This is an optimization exercise on Yosys and OpenROAD, whose aim is small area and a short achievable clock period, not a production implementation. Function was checked by simulation only, so behaviour that the tests miss may differ from the original. Power and IR drop assume default switching activity.

## stack_alu
module stack_alu #(
  parameter int DEPTH = 256,
  parameter int WIDTH = 4
) (
  input  logic             clk,
  input  logic             rst_n,
  input  logic [2:0]       opcode,
  input  logic [WIDTH-1:0] input_data,
  output logic [WIDTH-1:0] output_data,
  output logic             empty,
  output logic             full,
  output logic             overflow
);
For scale: roughly 16 I/O pins, ~40000 sq um of cells after synthesis.
make LEC_CHECK=0 ABC_CLOCK_PERIOD_IN_PS=2500 CAP_MARGIN=20 CORE_MARGIN=2 CORE_UTILIZATION=40 CTS_CLUSTER_DIAMETER=80 CTS_CLUSTER_SIZE=30 SETUP_SLACK_MARGIN=4.88 SLEW_MARGIN=20 SYNTH_HIERARCHICAL=1 SYNTH_MINIMUM_KEEP_SIZE=0 finish   # period 7.5 ns
run.sh (not shown) runs the stock make flow with config.mk's settings and CLKGATE_MAP_FILE= SYNTH_SCRIPT=/design/flow/synth_recipe.tcl, a recipe that flattens the netlist after the stock synthesis.
The baseline passed the timing, design-rule and antenna checks.
Change:
Settings changed: CAP_MARGIN 20 to 30, CORE_UTILIZATION 40 to 55, SLEW_MARGIN 20 to 30.
Result: The new run produced a clean layout; via count drops by 0.88%; sequential share of layout area climbs by 0.64 points; count of clock-buffer cells in the layout drops by 7; synthesized area is unchanged; global-route usage climbs by 8.0 points; power climbs by 1.7%; clock power climbs by 7.2%; first-iteration DRC count drops by 13%; core utilization climbs by 16 points; wire length drops by 0.69%.
Change:
Settings changed: CORE_UTILIZATION 55 to 40, SETUP_SLACK_MARGIN 4.88 to 4.75.
What happened: Clock-buffer cell count increases by 12. Sequential power increases by about 3%. Core utilization decreases by 16 points. Final cell count increases by 9.7%. Hold slack stays flat. Final area increases by 0.40%. Power decreases by 2.1%.

========
## run 1
Starting RTL as in the previous note.
clock: 7.5 ns
lec_check: 0
abc_clock_period_in_ps: 2500
cap_margin: 30
core_margin: 2
core_utilization: 40
cts_buf_list: sky130_fd_sc_hd__clkbuf_8 sky130_fd_sc_hd__clkbuf_16
cts_cluster_diameter: 80
cts_cluster_size: 30
setup_slack_margin: 4.88
slew_margin: 30
synth_hierarchical: 1
synth_minimum_keep_size: 0
Run 1 completed every stage of the flow, and the final layout passed the timing, design-rule and antenna checks.
### run 1 -> run 2
Settings: a change of CTS_CLUSTER_DIAMETER from 80 to 60; a change of CTS_CLUSTER_SIZE from 30 to 50; a deleted CTS_BUF_LIST that had been sky130_fd_sc_hd__clkbuf_8 sky130_fd_sc_hd__clkbuf_16.
[summary]
The lower multi-input gate share of total cell area came out of run 2.
[compare] base=run 1 new=run 2: critical path depth lower, via count higher.
Cell count after synthesis: run 2 vs run 1 identical
Higher cell area was reported by run 2, not run 1.
Input changes introduced in run 3 (baseline for comparison: run 2):
Settings: changing CTS_CLUSTER_SIZE from 50 to 30; setting GPL_TIMING_DRIVEN to 0 for the first time; changing CTS_CLUSTER_DIAMETER from 60 to 80.
==> comparison <==
- Run 3 -> run 2: area taken by multi-input logic gates flat
- There was hardly any difference in fraction of power consumed by combinational cells between run 3 and run 2.
- The final reports for run 3 and run 2 show total chip power lower in the former.
- Taking run 2 as the reference, in run 3 clock power decreased 21%, area of all placed cells without fillers down about 0.8%.
- Run 3 supports a higher top clock frequency than run 2.
- Between run 3 and run 2, it is run 3 whose relative max-transition margin is higher, by 6.9 points.
- Run 3: global-route usage lower than run 2
--- input diff run 3..run 4 ---
Settings: PLACE_DENSITY: unset -> 0.75; GPL_TIMING_DRIVEN: 0 -> unset.
Changes observed in run 4 relative to run 3: worst reg2reg path depth now sits lower, total power after layout now sits lower, routed wire length now sits lower, number of global-route vias before repair now sits lower. Summary of run 4 over run 3: combinational group share of total power rose 1.7 points, setup slack of the critical path after layout fell 67 ps. The via count in run 4 sits 396 above the value recorded for run 3.
Input-level comparison between run 5 and run 4:
Settings: TNS_END_PERCENT: unset -> 10; PLACE_DENSITY: 0.75 -> unset.
Results
Run 5 — power density relative to cell area about 0.6% higher, run 4 as reference
Summary of run 5 over run 4: layout clock buffer count moved down, area growth from synthesis to layout level.
Via count (lower): run 5
Run 5 -> run 4: sequential cell area in the final layout flat
Cell area delta (run 4 -> run 5): insignificant
| average wire per standard cell | higher: run 5 |
Run 4 has a lower final wirelength than run 5.
Min number of nets in the layout across run 4 and run 5: run 5
The maximum frequency was comparable across run 4 and run 5.
The share of the clock period used by the worst path after layout of run 5 and that of run 4 are within noise of each other.

========
## before
Starting RTL as in the previous note.
Settings: LEC_CHECK=0, ABC_CLOCK_PERIOD_IN_PS=2500, CAP_MARGIN=30, CORE_MARGIN=2, CORE_UTILIZATION=40, CTS_CLUSTER_DIAMETER=80, CTS_CLUSTER_SIZE=30, SETUP_SLACK_MARGIN=5.0, SLEW_MARGIN=30, SYNTH_HIERARCHICAL=1, SYNTH_MINIMUM_KEEP_SIZE=0; clock period 7.5 ns.
The flow did not stop early for before: all stages ran, and the layout cleared the timing, design-rule and antenna checks.
Here is what was changed in the inputs of after compared with before.
- SETUP_SLACK_MARGIN changed from 5.0 to 4.88
Relative to before, power per cell area decreased by about 0.9% in after. For non-clock buffer area fraction after layout, before and after come out practically identical. Taking after as 1.0, before lands at 0.50 on pin count of the biggest net entering global routing. Compared with before, after ends up with a smaller final cell area. after: PASS, flow complete, no timing, DRC or antenna violations. On met2 wire length, the higher figure sits with before, not after. Clock latency on the worst-skew pair delta (before -> after): insignificant. Sum of buffers and inverters on the critical path: after > before. [compare] base=before new=after: net total in the final layout lower, total routed wirelength lost 2200 um.

[port drivers added, routing unchanged]
The flow's constraints put no driver on any port. The routed layouts listed below were extracted and timed again, unchanged, in two steps.
Step 1: set_driving_cell puts a clkbuf_16 on clk and a buf_2 on each other input, an assumption about the parent block.
Step 2 also shifts input and output timing later by t, the mid clock arrival at the registers, as if the neighbouring blocks saw the same clock.
Three values: ideal ports, drivers, drivers and shift; two values: the first two.
| run | shift t [ns] | slack for setup (ns) | worst setup path after step 2 | slew at the worst register clock pin (ns) |
|---|---|---|---|---|
| the first run of note 1 | 0.689 | 4.821 / 4.752 / 4.241 | input to register | 0.12 / 0.12 |
| the second run of note 1 | 0.676 | 4.833 / 4.770 / 4.289 | input to register | 0.12 / 0.12 |
| the third run of note 1 | 0.688 | 4.781 / 4.749 / 4.143 | input to register | 0.11 / 0.11 |
| run 1 | 0.690 | 4.831 / 4.758 / 4.326 | input to register | 0.11 / 0.11 |
| run 2 | 0.728 | 4.795 / 4.724 / 4.309 | input to register | 0.11 / 0.11 |
| run 3 | 0.683 | 4.813 / 4.748 / 4.216 | input to register | 0.12 / 0.12 |
| run 4 | 0.688 | 4.747 / 4.671 / 4.237 | input to register | 0.12 / 0.12 |
| run 5 | 0.691 | 4.742 / 4.671 / 4.164 | input to register | 0.11 / 0.11 |
| before | 0.682 | 4.814 / 4.742 / 4.403 | input to register | 0.11 / 0.11 |
| after | 0.690 | 4.831 / 4.758 / 4.326 | input to register | 0.11 / 0.11 |
After both steps setup and hold are still met in every run listed. For the third run of note 1, which loses most, drivers alone change the setup slack by -0.032 ns; drivers and shift together by -0.638 ns.
